This design comes from an exercise in tuning for small area, a short achievable clock period and few clock cycles per item on the open sky130 flow, not from production work. Only simulation tests tie the RTL to the original design; equivalence was not proved. Power and IR drop assume default switching activity.

==> flow/design.v <==
`default_nettype none
package mrm_pkg;
    localparam int WINDOW   = 3;
    localparam int CHANNELS = 8;
    localparam int CH_W     = 3;
    localparam int SAMPLE_W = 32;
endpackage
`default_nettype wire
`default_nettype none
module mrm_cmp_half (
    input  wire  [mrm_pkg::SAMPLE_W-1:0] i_a,
    input  wire  [mrm_pkg::SAMPLE_W-1:0] i_b,
    input  wire  [mrm_pkg::SAMPLE_W-1:0] i_c,
    output logic [2:0]                   o_hi_lt,
    output logic [2:0]                   o_hi_eq,
    output logic [2:0]                   o_lo_lt
);
    localparam int W = mrm_pkg::SAMPLE_W;
    localparam int H = W / 2;
    function automatic logic [1:0] ult_eq(input logic [H-1:0] x, input logic [H-1:0] y);
        logic [H-1:0] lt, eq;
        lt = ~x & y;
        eq = ~(x ^ y);
        for (int s = 1; s < H; s = s * 2) begin
            for (int i = 0; i < H; i = i + 2 * s) begin
                lt[i] = lt[i+s] | (eq[i+s] & lt[i]);
                eq[i] = eq[i+s] & eq[i];
            end
        end
        ult_eq = {lt[0], eq[0]};
    endfunction
    logic [W-1:0] ua, ub, uc;
    assign ua = i_a ^ (W'(1) << (W - 1));
    assign ub = i_b ^ (W'(1) << (W - 1));
    assign uc = i_c ^ (W'(1) << (W - 1));
    logic [1:0] ab_hi, ac_hi, bc_hi, ab_lo, ac_lo, bc_lo;
    assign ab_hi = ult_eq(ua[W-1:H], ub[W-1:H]);
    assign ac_hi = ult_eq(ua[W-1:H], uc[W-1:H]);
    assign bc_hi = ult_eq(ub[W-1:H], uc[W-1:H]);
    assign ab_lo = ult_eq(ua[H-1:0], ub[H-1:0]);
    assign ac_lo = ult_eq(ua[H-1:0], uc[H-1:0]);
    assign bc_lo = ult_eq(ub[H-1:0], uc[H-1:0]);
    assign o_hi_lt = {bc_hi[1], ac_hi[1], ab_hi[1]};
    assign o_hi_eq = {bc_hi[0], ac_hi[0], ab_hi[0]};
    assign o_lo_lt = {bc_lo[1], ac_lo[1], ab_lo[1]};
endmodule
module mrm_pick (
    input  wire  [2:0] i_hi_lt,
    input  wire  [2:0] i_hi_eq,
    input  wire  [2:0] i_lo_lt,
    output logic [2:0] o_pick
);
    logic lt_ab, lt_ac, lt_bc;
    logic pick_a, pick_b, pick_c;
    assign {lt_bc, lt_ac, lt_ab} = i_hi_lt | (i_hi_eq & i_lo_lt);
    assign pick_a = lt_ab ^ lt_ac;
    assign pick_c = !pick_a && (lt_bc != lt_ab);
    assign pick_b = !pick_a && (lt_bc == lt_ab);
    assign o_pick = {pick_c, pick_b, pick_a};
endmodule
`default_nettype wire
`default_nettype none
module multichannel_running_median (
    input  wire                                  i_clk,
    input  wire                                  i_rst_n,
    input  wire                                  i_in_valid,
    output logic                                 i_in_ready,
    input  wire  [mrm_pkg::CH_W-1:0]             i_in_channel,
    input  wire  [mrm_pkg::SAMPLE_W-1:0]         i_in_sample,
    output logic                                 o_out_valid,
    input  wire                                  o_out_ready,
    output logic [mrm_pkg::CH_W-1:0]             o_out_channel,
    output logic [mrm_pkg::SAMPLE_W-1:0]         o_out_median
);
    localparam int NCH = mrm_pkg::CHANNELS;
    localparam int SW  = mrm_pkg::SAMPLE_W;
    localparam int CW  = mrm_pkg::CH_W;
    logic [NCH*SW-1:0] r_h0, r_h1;
    logic [NCH-1:0]    r_v0, r_v1;
    logic              r_m_valid;
    logic [CW-1:0]     r_m_channel;
    logic [SW-1:0]     r_m_a, r_m_b, r_m_c;
    logic              r_s_valid;
    logic [CW-1:0]     r_s_channel;
    logic [SW-1:0]     r_s_a, r_s_b, r_s_c;
    logic [2:0]        r_s_hi_lt, r_s_hi_eq, r_s_lo_lt;
    logic              r_q0_valid, r_q1_valid;
    logic [CW-1:0]     r_q0_channel, r_q1_channel;
    logic [SW-1:0]     r_q0_median, r_q1_median;
    logic              r_ready;
    logic              accept, pop, s_move, s_load, m_move, m_load;
    logic [NCH-1:0]    ch_hot;
    logic [SW-1:0]     rd_a, rd_b;
    logic [2:0]        hi_lt, hi_eq, lo_lt, pick;
    logic [SW-1:0]     median;
    assign i_in_ready    = r_ready;
    assign o_out_valid   = r_q0_valid;
    assign o_out_channel = r_q0_channel;
    assign o_out_median  = r_q0_median;
    assign accept = i_in_valid && r_ready;
    assign pop    = r_q0_valid && o_out_ready;
    assign s_move = r_s_valid && (!r_q1_valid || pop);
    assign s_load = !r_s_valid || s_move;
    assign m_move = r_m_valid && s_load;
    assign m_load = !r_m_valid || m_move;
    always_comb begin
        rd_a = '0;
        rd_b = '0;
        for (int c = 0; c < NCH; c++) begin
            ch_hot[c] = i_in_channel == CW'(c);
            rd_a = rd_a | ({SW{ch_hot[c] && r_v0[c]}} & r_h0[c*SW +: SW]);
            rd_b = rd_b | ({SW{ch_hot[c] && r_v1[c]}} & r_h1[c*SW +: SW]);
        end
    end
    always_ff @(posedge i_clk) begin
        for (int c = 0; c < NCH; c++) begin
            if (accept && ch_hot[c]) begin
                r_h0[c*SW +: SW] <= r_h1[c*SW +: SW];
                r_h1[c*SW +: SW] <= i_in_sample;
            end
        end
    end
    always_ff @(posedge i_clk) begin
        if (!i_rst_n) begin
            r_v0 <= '0;
            r_v1 <= '0;
        end else begin
            for (int c = 0; c < NCH; c++) begin
                if (accept && ch_hot[c]) begin
                    r_v0[c] <= r_v1[c];
                    r_v1[c] <= 1'b1;
                end
            end
        end
    end
    always_ff @(posedge i_clk) begin
        if (m_load) begin
            r_m_channel <= i_in_channel;
            r_m_a       <= rd_a;
            r_m_b       <= rd_b;
            r_m_c       <= i_in_sample;
        end
    end
    mrm_cmp_half u_cmp (
        .i_a     (r_m_a),
        .i_b     (r_m_b),
        .i_c     (r_m_c),
        .o_hi_lt (hi_lt),
        .o_hi_eq (hi_eq),
        .o_lo_lt (lo_lt)
    );
    always_ff @(posedge i_clk) begin
        if (s_load) begin
            r_s_channel <= r_m_channel;
            r_s_a       <= r_m_a;
            r_s_b       <= r_m_b;
            r_s_c       <= r_m_c;
            r_s_hi_lt   <= hi_lt;
            r_s_hi_eq   <= hi_eq;
            r_s_lo_lt   <= lo_lt;
        end
    end
    mrm_pick u_pick (
        .i_hi_lt (r_s_hi_lt),
        .i_hi_eq (r_s_hi_eq),
        .i_lo_lt (r_s_lo_lt),
        .o_pick  (pick)
    );
    assign median = ({SW{pick[0]}} & r_s_a) |
                    ({SW{pick[1]}} & r_s_b) |
                    ({SW{pick[2]}} & r_s_c);
    logic n_m_valid, n_s_valid, n_q0_valid, n_q1_valid;
    always_comb begin
        n_m_valid  = accept || (r_m_valid && !m_move);
        n_s_valid  = m_move || (r_s_valid && !s_move);
        n_q0_valid = r_q0_valid;
        n_q1_valid = r_q1_valid;
        if (pop) begin
            n_q0_valid = r_q1_valid || s_move;
            n_q1_valid = r_q1_valid && s_move;
        end else if (s_move) begin
            n_q0_valid = 1'b1;
            n_q1_valid = r_q0_valid;
        end
    end
    always_ff @(posedge i_clk) begin
        if (!i_rst_n) begin
            r_m_valid  <= 1'b0;
            r_s_valid  <= 1'b0;
            r_q0_valid <= 1'b0;
            r_q1_valid <= 1'b0;
            r_ready    <= 1'b1;
        end else begin
            r_m_valid  <= n_m_valid;
            r_s_valid  <= n_s_valid;
            r_q0_valid <= n_q0_valid;
            r_q1_valid <= n_q1_valid;
            r_ready    <= !(n_m_valid && n_s_valid && n_q0_valid && n_q1_valid);
        end
    end
    always_ff @(posedge i_clk) begin
        if (pop) begin
            if (r_q1_valid) begin
                r_q0_channel <= r_q1_channel;
                r_q0_median  <= r_q1_median;
            end else begin
                r_q0_channel <= r_s_channel;
                r_q0_median  <= median;
            end
        end else if (!r_q0_valid) begin
            r_q0_channel <= r_s_channel;
            r_q0_median  <= median;
        end
        if (s_move && (r_q1_valid || (r_q0_valid && !pop))) begin
            r_q1_channel <= r_s_channel;
            r_q1_median  <= median;
        end
    end
endmodule
`default_nettype wire
==> flow/run.sh <==
#!/bin/bash
# synth_recipe.tcl (not shown) runs the flow's synth.tcl, then flattens the netlist and writes it again
# the make line also repeats each setting of config.mk as NAME=value (left out here)
make -C /OpenROAD-flow-scripts/flow DESIGN_CONFIG=/design/flow/config.mk WORK_HOME=/design/flow/orfs CLKGATE_MAP_FILE= SYNTH_SCRIPT=/design/flow/synth_recipe.tcl finish
==> flow/config.mk <==
export PLATFORM = sky130hd
export DESIGN_NAME = multichannel_running_median
export DESIGN_NICKNAME = multichannel_running_median
export VERILOG_FILES = /design/flow/design.v
export SDC_FILE = /design/flow/constraint.sdc
export NUM_CORES = 4
export LEC_CHECK = 0
export ABC_CLOCK_PERIOD_IN_PS = 2300
export CAP_MARGIN = 20
export CORE_MARGIN = 2
export CORE_UTILIZATION = 66
export CTS_CLUSTER_DIAMETER = 60
export CTS_CLUSTER_SIZE = 28
export PLACE_DENSITY = 0.8
export SETUP_SLACK_MARGIN = 3.2
export SLEW_MARGIN = 20
==> flow/constraint.sdc <==
create_clock -name core_clock -period 5.3 [get_ports {i_clk}]
set_input_delay 1.0600 -clock core_clock [delete_from_list [all_inputs] [get_ports {i_clk}]]
set_output_delay 1.0600 -clock core_clock [all_outputs]
set_load 0.01 [all_outputs]
==> flow_summary.toml, run 1 <==
[worst_hold_path]
class_of_the_tightest_hold_or_removal_check = "reg -> reg"

[power]
pwr_total_mw = 12.2
max-vdd-ir-drop_v = 0.000289
pwr_density_cell_nw_per_um2 = 353
p_leak_nw = 11.9

[setup_path]
crit_path_cell_trace = "buf_2"
worst_ep_required_time_ps = 4240
r2r_setup_slk_ps = 3160
crit_path_end_kind = "output pin"
criticalPathCategory = "reg -> out"
path_delay_family = "flip-flops"
worst-path-buf-inv = 1
cpMaxStageDelayCell = "sky130_fd_sc_hd__edfxtp_1"
critPathLaunchType = "flop"
critical_path_peak_fanout = 1
crit_arrival_ps = 1160
maximum_cell_stage_delay_along_the_critical_path_ps = 410

[cts]
clk_transition_reported_paths_ps = 100
tritoncts = "yes"
cts_sinks = 810
clockRootBuffer = "sky130_fd_sc_hd__clkbuf_16"
clkLatencyLatePin_ps = 610
cts_htree_levels = 2
max-clock-path-buffers = 3
cts-buffers-inserted = 41

[final_layout]
drive_gt1_frac = 0.136
n_fill_cell = 2406
ff_latch_area_um2 = 24100
design.final.nets = 1998
multi_input_area_um2 = 6150
synthToLayoutAreaGrowth_pct = 12.5
antenna_cells = 0

[yosys]
post_synth_num_cell_types = 50
yosys.area.top_type_share = 0.773
synth_area_um2 = 30700
synth-async-reset-ratio = 0
synth_sequential_area_ratio = 0.787
synth.net_count = 1865
syn_avg_cell_area_um2 = 17.7
synth-seq-cells = 810
synth-main-ff-cell = "sky130_fd_sc_hd__edfxtp_1"
synthesis.yosys.warnings = 2
synth-edff-count = 789
synth.area.top_cells = "sky130_fd_sc_hd__edfxtp_1 77%, sky130_fd_sc_hd__a222oi_1 4.2%, sky130_fd_sc_hd__ha_1 3.8%, sky130_fd_sc_hd__nand3_1 1.7%, sky130_fd_sc_hd__a22oi_1 1.6%"
post_synth_inst_count = 1733
synth.largest_area_cell = "sky130_fd_sc_hd__edfxtp_1"

[sta]
fin_skew_ps = 27.8
setup-violations-final = 0
timing.final.max_slew_violations = 0
share_of_the_cycle_needed_by_the_critical_path_after_routing = 0.419
hold_viol_final = 0
worst_slew_margin_rel = 0.419
unrepaired_setup_endpoints_after_global_routing = "yes"
final_period_minus_worst_setup_slack_ps = 2220
fin_hold_ws_ps = 436
tightestPinTransition_ps = 868
max_freq_mhz = 450

[placement]
globalplace.congestion = 0.911
buffer_ports.inserted = 75
detailedPlacementHpwl_um = 40800

[route]
post_drt_wl_per_cell_um = 30.5
routed-via-count = 17900
viasPerCell = 7.16
detail_route.first_pass.iterations = 9
postRouteWirelength_um = 76100
count_of_routing_violations_after_the_opening_detailed_route_iteration = 3240
drtAntennaViolNets = 0
drc = 0

[die]
num_rows = 78
die_h_um = 220
io_pins = 76
initial_cell_density_of_the_core = 0.673
die_area_um2 = 48200
floorplan.die.width_um = 220
floorplan.core_area_um2 = 45600

[grt]
grt_use_total = 0.302
maximum_number_of_pins_on_one_net_before_global_route_repair = 67
total_global_routing_overflow = 0
grt_first_pass_wirelength_um = 106000
antenna_violations_before_repair = 0
first_global_vias = 17100

[run_status]
run_status = "no timing/DRC/antenna violations"

[flow_run]
drv.max_cap_violation_count = 0
[layout by cell type, fill, tap and decap left out, types with 4 or more instances in the layout]
master                              n
sky130_fd_sc_hd__nand3_1          101
sky130_fd_sc_hd__inv_1             63
sky130_fd_sc_hd__and4b_4            4
sky130_fd_sc_hd__clkbuf_16         50
sky130_fd_sc_hd__inv_8              6
sky130_fd_sc_hd__nor3b_4            6
sky130_fd_sc_hd__a21oi_1           38
sky130_fd_sc_hd__dfxtp_1           19
sky130_fd_sc_hd__clkdlybuf4s50_1   33
sky130_fd_sc_hd__nand2_1          100
sky130_fd_sc_hd__ha_1              89
sky130_fd_sc_hd__nor2_4             7
sky130_fd_sc_hd__nand4_1           16
sky130_fd_sc_hd__buf_6             11
sky130_fd_sc_hd__mux2i_1           33
sky130_fd_sc_hd__inv_6              5
sky130_fd_sc_hd__buf_12            18
sky130_fd_sc_hd__clkinvlp_4         5
sky130_fd_sc_hd__a21o_1            15
sky130_fd_sc_hd__ha_4               4
sky130_fd_sc_hd__o21ai_0           40
sky130_fd_sc_hd__o211ai_1          35
sky130_fd_sc_hd__a222oi_1         128
sky130_fd_sc_hd__edfxtp_1         789
sky130_fd_sc_hd__nor2_1             9
sky130_fd_sc_hd__a21boi_1           6
sky130_fd_sc_hd__buf_2             35
sky130_fd_sc_hd__o21a_1             8
sky130_fd_sc_hd__buf_4             58
sky130_fd_sc_hd__a22oi_1           64
sky130_fd_sc_hd__o21ai_1           10
[synth_stat cells, drive strengths merged, types with 2 or more instances]
cell       n
a22oi     64
o21a       8
buf       50
inv       65
nand2    103
or3        3
nor2      18
and3b      3
a21boi     9
clkbuf    36
a222oi   128
nor2b      3
a21o      15
xnor2      2
nor3b      6
nand3    103
dfxtp     21
a221o      3
nand4     16
or4        3
and3       4
ha        93
o21ai     50
a211oi     3
nand2b     4
o221ai     3
o211ai    35
a2111oi    3
nor3       5
mux2i     34
a21oi     40
and4b      4
nor4b      2
edfxtp   789
[per-stage QoR]
step                      utilization  std cells  worst slack, ps  TNS, ps  instance area [um^2]
final                           0.757       2494             3080        0                 34500
after global routing            0.757       2494             3060        0                 34500
after CTS                       0.743       2455             3070        0                 33900
after detailed placement        0.707       2363             1060        0                 32200
after global placement          0.707       2363             1150        0                 32200
after floorplan                     -       1733            -41.7    -4120                 30700
[sequential cells by signal (all words and copies together) (netlist names), 8 cells and up]
signal	cells
r_s_b	32
r_h0	256
r_h1	256
r_v0	8
r_s_a	32
r_q1_median	32
r_m_c	32
r_m_a	32
r_q0_median	32
r_s_c	32
r_m_b	32
r_v1	8
[power by group]
part	internal [mW]	switching (mW)	leakage, nW
sequential	7.25	0.103	7.97
combinational	0.472	0.668	3.28
clock	1.61	2.06	0.646
[metal layers]
metal  vias up  GRT usage  part of all wire
met3       191     0.0749              0.15
met4         0      0.117             0.035
met1      8783      0.428              0.35
met2      1513      0.462              0.47
li1       7364          -                 -
met5         -          0                 0
[final timing paths]
| kind | from | to | cells after the start |
|---|---|---|---|
| worst min register to register | r_m_channel[2] | r_s_channel[2] | 0 |
| worst max-delay path | r_q0_median[14] | o_out_median[14] | 1 |
| worst min-delay path | r_m_channel[2] | r_s_channel[2] | 0 |
| worst max register to register | r_m_a[5] | r_s_lo_lt[1] | 7 |
[layout make-up]
class                      count  share of cell area
tap                          600              0.0218
clock buffer                  44              0.0301
clock inverter                27             0.00925
inverter                      65             0.00708
sequential                   810               0.699
multi-input combinational    775               0.178
timing repair buffer         173              0.0541
[kinds of logic (layout without fill, tap and decap cells)]
group | count (synthesis) | after routing | share of synthesized area
DFF | 810 | 810 | 0.787
adders and majority gates | 94 | 94 | 0.0383
xor gates and xnor gates | 3 | 3 | 0.00135
muxes | 34 | 34 | 0.0111
AOI/OAI and AO/OA | 362 | 362 | 0.0924
buffers and inverters | 151 | 309 | 0.0236
and+or+nand+nor | 279 | 282 | 0.0466
[repair_timing]
action / CTS / global route
setup endpoints to repair: 938 / 240
pin swaps: 11 / 14
hold buffers: 0 / 0
cloned: 5 / 10
gates resized for setup: 223 / 31
buffers inserted: 16 / 29
Testbench counts, summed over its fixed seeds: cycles 24,024, items 24,000.
==> inputs of run 2 (changes only) <==
--- a/flow/design.v
+++ b/flow/design.v
@@ -200,15 +200,12 @@
     end
-    always_ff @(posedge i_clk) begin
-        if (pop) begin
-            if (r_q1_valid) begin
-                r_q0_channel <= r_q1_channel;
-                r_q0_median  <= r_q1_median;
-            end else begin
-                r_q0_channel <= r_s_channel;
-                r_q0_median  <= median;
-            end
-        end else if (!r_q0_valid) begin
-            r_q0_channel <= r_s_channel;
-            r_q0_median  <= median;
-        end
+    logic           q0_take_q1, q0_hold, q0_take_new;
+    logic [CW+SW-1:0] q0_next;
+    assign q0_take_q1  = pop && r_q1_valid;
+    assign q0_hold     = !pop && r_q0_valid;
+    assign q0_take_new = !q0_take_q1 && !q0_hold;
+    assign q0_next     = ({(CW+SW){q0_take_q1}}  & {r_q1_channel, r_q1_median}) |
+                         ({(CW+SW){q0_hold}}     & {r_q0_channel, r_q0_median}) |
+                         ({(CW+SW){q0_take_new}} & {r_s_channel, median});
+    always_ff @(posedge i_clk) begin
+        {r_q0_channel, r_q0_median} <= q0_next;
         if (s_move && (r_q1_valid || (r_q0_valid && !pop))) begin
--- a/flow/config.mk
+++ b/flow/config.mk
@@ -10,7 +10,7 @@
 export CORE_MARGIN = 2
-export CORE_UTILIZATION = 66
+export CORE_UTILIZATION = 70
 export CTS_CLUSTER_DIAMETER = 60
 export CTS_CLUSTER_SIZE = 28
-export PLACE_DENSITY = 0.8
-export SETUP_SLACK_MARGIN = 3.2
+export PLACE_DENSITY = 0.85
+export SETUP_SLACK_MARGIN = 3.4
 export SLEW_MARGIN = 20
==> run 2 against run 1 <==
Effect of this change: still clean on timing, DRC and antenna; final area increased by 12%; first-iteration DRC count increased by 42%; global-route usage increased by 8.6 points; core utilization increased by 11 points; critical path depth increased by 5; total power increased by 9.7%; sequential power increased by 2%; synthesized cell count increased by 6.3%; critical endpoint is now r_s_hi_lt[2].
==> flow_summary.toml, run 2 <==
[run_status]
run_status = "no timing/DRC/antenna violations"

[yosys]
synthXorXnorAreaFrac = 0.00139
synth_sequential_area_ratio = 0.754
post_synth_num_cell_types = 51
synth-adder-area-share = 0.0369
synth-main-ff-cell = "sky130_fd_sc_hd__edfxtp_1"
synth-simple-area-share = 0.0479
synth-edff-count = 754
synth-async-reset-ratio = 0
synthMuxAreaShare = 0.0108
yosysMostFrequentCell = "sky130_fd_sc_hd__edfxtp_1"
synth_area_um2 = 31500
synth.area.top_cells = "sky130_fd_sc_hd__edfxtp_1 72%, sky130_fd_sc_hd__a221oi_2 4.0%, sky130_fd_sc_hd__ha_1 3.7%, sky130_fd_sc_hd__dfxtp_1 3.6%, sky130_fd_sc_hd__a22oi_1 3.0%"
post_synth_most_frequent_cells = "754 x sky130_fd_sc_hd__edfxtp_1, 128 x sky130_fd_sc_hd__a22oi_1, 93 x sky130_fd_sc_hd__ha_1, 85 x sky130_fd_sc_hd__a221oi_2, 76 x sky130_fd_sc_hd__a21oi_1"
post_synth_inst_count = 1842
synth_compound_area_frac = 0.125
largest_family_of_logic_cells_by_synthesized_area = "compound AO/OA/AOI/OAI gates"
yosys.area.top_type_share = 0.718
synth-seq-cells = 810
synthesis.yosys.warnings = 2
syn_avg_cell_area_um2 = 17.1
synth.net_count = 1974
synth.largest_area_cell = "sky130_fd_sc_hd__edfxtp_1"

[final_layout]
design.final.nets = 2215
drive_gt1_frac = 0.288
synthToLayoutAreaGrowth_pct = 22.3
mostFrequentLayoutCells = "754 x sky130_fd_sc_hd__edfxtp_1, 125 x sky130_fd_sc_hd__a22oi_1, 93 x sky130_fd_sc_hd__buf_4"
layout.cells.most_common = "sky130_fd_sc_hd__edfxtp_1"
largest_registers = "r_h0: 256 flops, r_h1: 256 flops"
post-route-util = 0.870

[sta]
unrepaired_setup_endpoints_after_global_routing = "yes"
share_of_the_cycle_needed_by_the_critical_path_after_routing = 0.449
setup-violations-final = 0
hold_viol_final = 0
max_freq_mhz = 420
final_period_minus_worst_setup_slack_ps = 2380
fin_skew_ps = 49.6
tightestPinTransition_ps = 1060
timing.final.max_slew_violations = 0
fin_hold_ws_ps = 450
worst_slew_margin_rel = 0.292

[route]
routed-via-count = 22200
met1Wirelength_um = 33300
drtAntennaViolNets = 0
wl_met3_um = 21200
detail_route.first_pass.iterations = 7
post_drt_wl_per_cell_um = 41.7
wl_met2_um = 47400
viasPerCell = 8.20
count_of_routing_violations_after_the_opening_detailed_route_iteration = 4615
dr.max_layer_used = "met5"
drc = 0
postRouteWirelength_um = 113000

[die]
num_rows = 77
die_h_um = 216
initial_cell_density_of_the_core = 0.711
floorplan.die.width_um = 216
die_area_um2 = 46700
io_pins = 76
floorplan.core_area_um2 = 44300

[power]
max-vdd-ir-drop_v = 0.000382
p_leak_nw = 13.4
pwr_density_cell_nw_per_um2 = 346

[cts]
max-clock-path-buffers = 3
cts_htree_levels = 2
clk_transition_reported_paths_ps = 120
cts_sinks = 810
clockRootBuffer = "sky130_fd_sc_hd__clkbuf_16"
tritoncts = "yes"
clkLatencyLatePin_ps = 670
cts-buffers-inserted = 41

[setup_path]
criticalPathCategory = "reg -> reg"
crit_path_end_kind = "flop"
critical_path_peak_fanout = 3
worst_ep_required_time_ps = 5690
crit_arrival_ps = 2770
critPathLaunchType = "flop"

[placement]
buffer_ports.inserted = 75
globalplace.congestion = 0.885
detailedPlacementHpwl_um = 43000

[grt]
grt_first_pass_wirelength_um = 131000
antenna_violations_before_repair = 7
first_global_vias = 19500
grt_use_total = 0.389
total_global_routing_overflow = 0
maximum_number_of_pins_on_one_net_before_global_route_repair = 74

[worst_hold_path]
class_of_the_tightest_hold_or_removal_check = "reg -> reg"

[flow_run]
drv.max_cap_violation_count = 0
==> run 2: cell count changes after synthesis, moves of 35 or more <==
cell                       delta
sky130_fd_sc_hd__nand2_1     -69
sky130_fd_sc_hd__a22oi_1     +64
sky130_fd_sc_hd__a222oi_1   -128
sky130_fd_sc_hd__a221oi_2    +85
sky130_fd_sc_hd__a22o_1      +63
sky130_fd_sc_hd__dfxtp_1     +35
sky130_fd_sc_hd__edfxtp_1    -35
sky130_fd_sc_hd__a21oi_1     +37
sky130_fd_sc_hd__nor2_1      +37
==> run 2: worst paths after layout <==
| check | slack (ps) | endpoint | start | cells past startpoint |
|---|---|---|---|---|
| worst max-delay path | 2920 | r_s_hi_lt[2] | r_m_b[23] | 6 |
| worst min-delay path | 450 | r_s_channel[1] | r_m_channel[1] | 0 |
| worst min register to register | 450 | r_s_channel[1] | r_m_channel[1] | 0 |
| worst max register to register | 2920 | r_s_hi_lt[2] | r_m_b[23] | 6 |
==> run 2: layer usage <==
metal  vias up  track usage
met5         -            0
met4         6        0.198
met3       879        0.125
met2      3033        0.590
met1     10400        0.513
li1       7930            -
==> run 2: area by class of cell <==
type | instances | area (um^2)
sequential | 810 | 23800
multi-input combinational | 873 | 8370
fill | 1504 | 5760
timing repair buffer | 293 | 4010
clock buffer | 52 | 1110
tap | 592 | 741
clock inverter | 24 | 258
inverter | 64 | 240
antenna | 4 | 10.0
==> run 2: critical path, cell delays in order, from the launching register on <==
cell and delay [ps]:
sky130_fd_sc_hd__edfxtp_1 670, sky130_fd_sc_hd__inv_2 130, sky130_fd_sc_hd__ha_4 290, sky130_fd_sc_hd__a21oi_1 310, sky130_fd_sc_hd__o21ai_0 270, sky130_fd_sc_hd__a21oi_2 320
sky130_fd_sc_hd__o221ai_4 120
==> run 2: where the power goes <==
group	switching, mW	internal (mW)	leakage (nW)
Combinational	1.05	0.946	4.92
Clock	2.28	1.60	0.668
Sequential	0.210	7.28	7.85
==> run 2: through the flow <==
step	std cells	setup WS (ps)	total power [mW]	TNS [ps]	cell area (um^2)
CTS	2626	3150	12.7	0	36500
global placement	2454	1340	8.87	0	33100
finish	2712	2920	13.4	0	38600
floorplan	1842	-51.6	8.44	-5110	31700
global route	2709	2920	13.6	0	38500
detailed placement	2455	1250	8.94	0	33100
==> run 2: kinds of logic after synthesis <==
kind of cell,after synthesis
buf+inv,162
mux,34
flops,810
compound gates,466
xor+xnor,2
fa+ha+maj,93
simple gates,275
==> run 2: timing repair <==
item / in CTS / in global routing
endpoints found under the setup margin: 950 / 585
resized for setup: 418 / 158
hold buffers: 0 / 0
pin swaps: 71 / 103
buffers inserted: 76 / 55
gates cloned: 19 / 27
Testbench counts of run 2, summed over its fixed seeds: cycles 24,024, items 24,000.
==> inputs of run 3 (changes only) <==
--- a/flow/design.v
+++ b/flow/design.v
@@ -14,3 +14,3 @@
     output logic [2:0]                   o_hi_lt,
-    output logic [2:0]                   o_hi_eq,
+    output logic [2:0]                   o_hi_le,
     output logic [2:0]                   o_lo_lt
@@ -19,13 +19,13 @@
     localparam int H = W / 2;
-    function automatic logic [1:0] ult_eq(input logic [H-1:0] x, input logic [H-1:0] y);
-        logic [H-1:0] lt, eq;
+    function automatic logic [1:0] ult_le(input logic [H-1:0] x, input logic [H-1:0] y);
+        logic [H-1:0] lt, le;
         lt = ~x & y;
-        eq = ~(x ^ y);
+        le = ~x | y;
         for (int s = 1; s < H; s = s * 2) begin
             for (int i = 0; i < H; i = i + 2 * s) begin
-                lt[i] = lt[i+s] | (eq[i+s] & lt[i]);
-                eq[i] = eq[i+s] & eq[i];
-            end
-        end
-        ult_eq = {lt[0], eq[0]};
+                lt[i] = lt[i+s] | (le[i+s] & lt[i]);
+                le[i] = lt[i+s] | (le[i+s] & le[i]);
+            end
+        end
+        ult_le = {lt[0], le[0]};
     endfunction
@@ -36,10 +36,10 @@
     logic [1:0] ab_hi, ac_hi, bc_hi, ab_lo, ac_lo, bc_lo;
-    assign ab_hi = ult_eq(ua[W-1:H], ub[W-1:H]);
-    assign ac_hi = ult_eq(ua[W-1:H], uc[W-1:H]);
-    assign bc_hi = ult_eq(ub[W-1:H], uc[W-1:H]);
-    assign ab_lo = ult_eq(ua[H-1:0], ub[H-1:0]);
-    assign ac_lo = ult_eq(ua[H-1:0], uc[H-1:0]);
-    assign bc_lo = ult_eq(ub[H-1:0], uc[H-1:0]);
+    assign ab_hi = ult_le(ua[W-1:H], ub[W-1:H]);
+    assign ac_hi = ult_le(ua[W-1:H], uc[W-1:H]);
+    assign bc_hi = ult_le(ub[W-1:H], uc[W-1:H]);
+    assign ab_lo = ult_le(ua[H-1:0], ub[H-1:0]);
+    assign ac_lo = ult_le(ua[H-1:0], uc[H-1:0]);
+    assign bc_lo = ult_le(ub[H-1:0], uc[H-1:0]);
     assign o_hi_lt = {bc_hi[1], ac_hi[1], ab_hi[1]};
-    assign o_hi_eq = {bc_hi[0], ac_hi[0], ab_hi[0]};
+    assign o_hi_le = {bc_hi[0], ac_hi[0], ab_hi[0]};
     assign o_lo_lt = {bc_lo[1], ac_lo[1], ab_lo[1]};
@@ -48,3 +48,3 @@
     input  wire  [2:0] i_hi_lt,
-    input  wire  [2:0] i_hi_eq,
+    input  wire  [2:0] i_hi_le,
     input  wire  [2:0] i_lo_lt,
@@ -54,3 +54,3 @@
     logic pick_a, pick_b, pick_c;
-    assign {lt_bc, lt_ac, lt_ab} = i_hi_lt | (i_hi_eq & i_lo_lt);
+    assign {lt_bc, lt_ac, lt_ab} = i_hi_lt | (i_hi_le & i_lo_lt);
     assign pick_a = lt_ab ^ lt_ac;
@@ -85,3 +85,3 @@
     logic [SW-1:0]     r_s_a, r_s_b, r_s_c;
-    logic [2:0]        r_s_hi_lt, r_s_hi_eq, r_s_lo_lt;
+    logic [2:0]        r_s_hi_lt, r_s_hi_le, r_s_lo_lt;
     logic              r_q0_valid, r_q1_valid;
@@ -93,3 +93,3 @@
     logic [SW-1:0]     rd_a, rd_b;
-    logic [2:0]        hi_lt, hi_eq, lo_lt, pick;
+    logic [2:0]        hi_lt, hi_le, lo_lt, pick;
     logic [SW-1:0]     median;
@@ -148,3 +148,3 @@
         .o_hi_lt (hi_lt),
-        .o_hi_eq (hi_eq),
+        .o_hi_le (hi_le),
         .o_lo_lt (lo_lt)
@@ -158,3 +158,3 @@
             r_s_hi_lt   <= hi_lt;
-            r_s_hi_eq   <= hi_eq;
+            r_s_hi_le   <= hi_le;
             r_s_lo_lt   <= lo_lt;
@@ -164,3 +164,3 @@
         .i_hi_lt (r_s_hi_lt),
-        .i_hi_eq (r_s_hi_eq),
+        .i_hi_le (r_s_hi_le),
         .i_lo_lt (r_s_lo_lt),
@@ -200,12 +200,15 @@
     end
-    logic           q0_take_q1, q0_hold, q0_take_new;
-    logic [CW+SW-1:0] q0_next;
-    assign q0_take_q1  = pop && r_q1_valid;
-    assign q0_hold     = !pop && r_q0_valid;
-    assign q0_take_new = !q0_take_q1 && !q0_hold;
-    assign q0_next     = ({(CW+SW){q0_take_q1}}  & {r_q1_channel, r_q1_median}) |
-                         ({(CW+SW){q0_hold}}     & {r_q0_channel, r_q0_median}) |
-                         ({(CW+SW){q0_take_new}} & {r_s_channel, median});
-    always_ff @(posedge i_clk) begin
-        {r_q0_channel, r_q0_median} <= q0_next;
+    always_ff @(posedge i_clk) begin
+        if (pop) begin
+            if (r_q1_valid) begin
+                r_q0_channel <= r_q1_channel;
+                r_q0_median  <= r_q1_median;
+            end else begin
+                r_q0_channel <= r_s_channel;
+                r_q0_median  <= median;
+            end
+        end else if (!r_q0_valid) begin
+            r_q0_channel <= r_s_channel;
+            r_q0_median  <= median;
+        end
         if (s_move && (r_q1_valid || (r_q0_valid && !pop))) begin
--- a/flow/config.mk
+++ b/flow/config.mk
@@ -10,7 +10,7 @@
 export CORE_MARGIN = 2
-export CORE_UTILIZATION = 70
+export CORE_UTILIZATION = 60
 export CTS_CLUSTER_DIAMETER = 60
 export CTS_CLUSTER_SIZE = 28
-export PLACE_DENSITY = 0.85
-export SETUP_SLACK_MARGIN = 3.4
+export PLACE_DENSITY = 0.75
+export SETUP_SLACK_MARGIN = 3.0
 export SLEW_MARGIN = 20
==> run 3 against run 2 <==
Effect of this change: still clean; final area fell by 11%; combinational power is 51% lower; sequential power down 0.8%; worst hold slack got worse by 26 ps; first-iteration DRC count shrank 49%; cell count fell by 5.6%; total power is 9.4% lower; core utilization down 19 points; via count decreased by 25%; clock power shrank 5%; critical path type unchanged; critical endpoint is now r_s_hi_le[2]; largest power group unchanged.
==> flow_summary.toml, run 3 <==
[route]
postRouteWirelength_um = 69300
drtAntennaViolNets = 0
viasPerCell = 6.55
detail_route.first_pass.iterations = 6
count_of_routing_violations_after_the_opening_detailed_route_iteration = 2367
routed-via-count = 16800
drc = 0
post_drt_wl_per_cell_um = 27.1

[power]
max-vdd-ir-drop_v = 0.000226
cell_internal_pwr_mw = 9.35
power_frac_clock = 0.306
p_sw_mw = 2.75
p_leak_nw = 11.3
power.sequential.fraction = 0.614
pwr_density_cell_nw_per_um2 = 355
p_sw_frac = 0.227
pwr_total_mw = 12.1
comb_power_share = 0.080

[cts]
clk_transition_reported_paths_ps = 100
tritoncts = "yes"
cts_htree_levels = 2
clkLatencyLatePin_ps = 610
max-clock-path-buffers = 3
cts_sinks = 810
cts-buffers-inserted = 42
clockRootBuffer = "sky130_fd_sc_hd__clkbuf_16"

[setup_path]
critical_path_peak_fanout = 5
crit_path_end_kind = "flop"
timing.rr.start = "r_m_c[17]"
criticalPathCategory = "reg -> reg"
crit_arrival_ps = 2660
critPathLaunchType = "flop"
worstSetupStartpoint = "r_m_c[17]"
worst_ep_required_time_ps = 5640

[yosys]
post_synth_num_cell_types = 49
syn_avg_cell_area_um2 = 17.3
synth_area_um2 = 30200
synth-main-ff-cell = "sky130_fd_sc_hd__edfxtp_1"
synth.largest_area_cell = "sky130_fd_sc_hd__edfxtp_1"
synthesis.yosys.warnings = 2
synth.net_count = 1782
synth-edff-count = 789
synth_sequential_area_ratio = 0.798
yosys.area.top_type_share = 0.784
synth.area.top_cells = "sky130_fd_sc_hd__edfxtp_1 78%, sky130_fd_sc_hd__a22oi_1 6.4%, sky130_fd_sc_hd__maj3_1 1.4%, sky130_fd_sc_hd__dfxtp_1 1.4%, sky130_fd_sc_hd__nand4_1 1.3%"
synth-async-reset-ratio = 0
yosysMostFrequentCell = "sky130_fd_sc_hd__edfxtp_1"
post_synth_inst_count = 1743
post_synth_most_frequent_cells = "789 x sky130_fd_sc_hd__edfxtp_1, 259 x sky130_fd_sc_hd__a22oi_1, 70 x sky130_fd_sc_hd__clkbuf_1, 64 x sky130_fd_sc_hd__nand4_1, 61 x sky130_fd_sc_hd__a21oi_1"
synth-seq-cells = 810

[sta]
worst_slew_margin_rel = 0.462
totalNegativeSetupSlack_ps = 0
timing.final.max_slew_violations = 0
hold_viol_final = 0
final_period_minus_worst_setup_slack_ps = 2320
max_freq_mhz = 431
finalWorstSetupSlack_ps = 2980
fin_skew_ps = 26.1
share_of_the_cycle_needed_by_the_critical_path_after_routing = 0.438
tightestPinTransition_ps = 805
unrepaired_setup_endpoints_after_global_routing = "yes"
setup-violations-final = 0

[placement]
detailedPlacementHpwl_um = 40600
dpl.cell_count = 2452
buffer_ports.inserted = 75
place_ws_ps = 1480
globalplace.congestion = 0.881

[worst_hold_path]
class_of_the_tightest_hold_or_removal_check = "reg -> reg"
worst_hold_startpoint = "r_m_channel[0]"

[final_layout]
largest_registers = "r_h0: 256 flops, r_h1: 256 flops"
layout.cells.most_common = "sky130_fd_sc_hd__edfxtp_1"
drive_gt1_frac = 0.147
stdcell_count = 2561
design.final.nets = 1902
mostFrequentLayoutCells = "789 x sky130_fd_sc_hd__edfxtp_1, 255 x sky130_fd_sc_hd__a22oi_1, 64 x sky130_fd_sc_hd__nand4_1"
post-route-util = 0.683
synthToLayoutAreaGrowth_pct = 12.9
antenna_cells = 0

[run_status]
run_status = "no timing/DRC/antenna violations"

[grt]
grtUsageMet3 = 0.0450
grt_use_total = 0.264
first_global_vias = 16600
maximum_number_of_pins_on_one_net_before_global_route_repair = 67
grt_first_pass_wirelength_um = 103000
globalRouteMet2Util = 0.412
most_heavily_used_metal_layer_in_global_routing = "met2"
total_global_routing_overflow = 0
global_route_track_usage_on_met1 = 0.383
antenna_violations_before_repair = 1

[die]
io_pins = 76
initial_cell_density_of_the_core = 0.605
die_h_um = 228
floorplan.die.width_um = 228
num_rows = 82
die_area_um2 = 52200
floorplan.core_area_um2 = 50000

[flow_run]
drv.max_cap_violation_count = 0
==> run 3: changes by cell type in the layout (fill, tap and decap cells not counted), sizes merged, moves of 48 or more <==
cell and delta:
a221oi -93, a22o -63, a22oi +131, buf -159, ha -93, maj3 +54
nand3 -62, nand4 +48
==> run 3: final cells by class <==
type / instances / area (um^2)
timing repair buffer: 150 / 1550
timing repair inverter: 2 / 12.5
multi-input combinational: 801 / 5970
sequential: 810 / 24100
inverter: 56 / 214
clock inverter: 26 / 349
clock buffer: 44 / 1060
fill: 3196 / 15800
tap: 672 / 841
==> run 3: through the flow <==
step	hold slack [ps]	cell area [um^2]
floorplan	400	30400
global placement	409	32100
detailed placement	425	32100
CTS	429	33900
global route	438	34100
finish	423	34100
==> run 3: critical path: stages (launching register included) <==
cell and delay (ps):
sky130_fd_sc_hd__edfxtp_1 550, sky130_fd_sc_hd__nor3b_2 240, sky130_fd_sc_hd__o2bb2ai_1 110, sky130_fd_sc_hd__maj3_1 370, sky130_fd_sc_hd__maj3_2 340, sky130_fd_sc_hd__a221oi_1 310
sky130_fd_sc_hd__o21ai_1 130
==> run 3: path summary, 6_finish.rpt <==
| kind | to | slack [ps] | cells past startpoint |
|---|---|---|---|
| setup reg to reg | r_s_hi_le[2] | 2980 | 6 |
| hold / removal | r_s_channel[0] | 420 | 0 |
| setup / recovery | r_s_hi_le[2] | 2980 | 6 |
| hold reg to reg | r_s_channel[0] | 420 | 0 |
==> run 3: repair_timing <==
action                     CTS  global route
gates resized for setup    141            63
cloned                       6             3
setup endpoints to repair  841           296
setup buffers               16            14
pin swaps                   11             6
hold buffers                 0             0
==> run 3: routing by layer <==
| metal | vias up | wire length [um] |
|---|---|---|
| met5 | - | 0 |
| met4 | 0 | 1460 |
| met3 | 102 | 7690 |
| met2 | 954 | 32900 |
| met1 | 8468 | 27300 |
| li1 | 7238 | - |
==> run 3: power groups by stage <==
| stage | sequential (mW) | combinational (mW) | clock, mW |
|---|---|---|---|
| floorplan | 7.61 | 0.499 | 0 |
| global placement | 7.57 | 0.991 | 0 |
| detailed placement | 7.58 | 1.01 | 0 |
| CTS | 7.43 | 0.980 | 3.75 |
| global route | 7.46 | 1.06 | 3.96 |
| finish | 7.43 | 0.968 | 3.70 |
==> run 3: kinds of logic (layout without fill, tap and decap cells) <==
group,after synthesis,in the layout,synth area share
mux,69,69,0.0243
buf+inv,134,278,0.0170
simple gates,255,256,0.0447
xor+xnor,3,4,0.00137
compound gates,418,418,0.0967
fa+ha+maj,54,54,0.0183
flops,810,810,0.798
Testbench counts of run 3, summed over its fixed seeds: cycles 24,024, items 24,000.

## separate check: timing with driven ports
No port has a modelled driver above. Below, the same layouts with a new extraction and two added sets of constraints.
Step 1 (the two cells are an assumption about what drives the block):
set clk [get_ports {i_clk}]
set_driving_cell -lib_cell sky130_fd_sc_hd__clkbuf_16 $clk
set_driving_cell -lib_cell sky130_fd_sc_hd__buf_2 [delete_from_list [all_inputs] $clk]
Step 2 adds t to the input delays and takes it off the output delays; t is the mean of the earliest and latest rising clock arrival at the registers after step 1. Input paths then give back, and output paths get back, about the clock's delay inside the block.
Slacks: ideal ports / drivers / drivers and shift; pairs: ideal ports / drivers.
| run | t, ns | setup slack, ns | hold slack, ns | worst data-port slew with drivers (ns) |
|---|---|---|---|---|
| run 1 | 0.645 | 3.078 / 3.025 / 2.471 | 0.436 / 0.436 / 0.436 | 0.13 |
| run 2 | 0.712 | 2.918 / 2.918 / 2.352 | 0.450 / 0.450 / 0.450 | 0.10 |
| run 3 | 0.653 | 2.979 / 2.979 / 2.370 | 0.423 / 0.423 / 0.423 | 0.04 |
After both steps setup and hold are still met in every run listed. For run 3, which loses most, drivers alone change the setup slack by 0.000 ns; drivers and shift together by -0.609 ns.
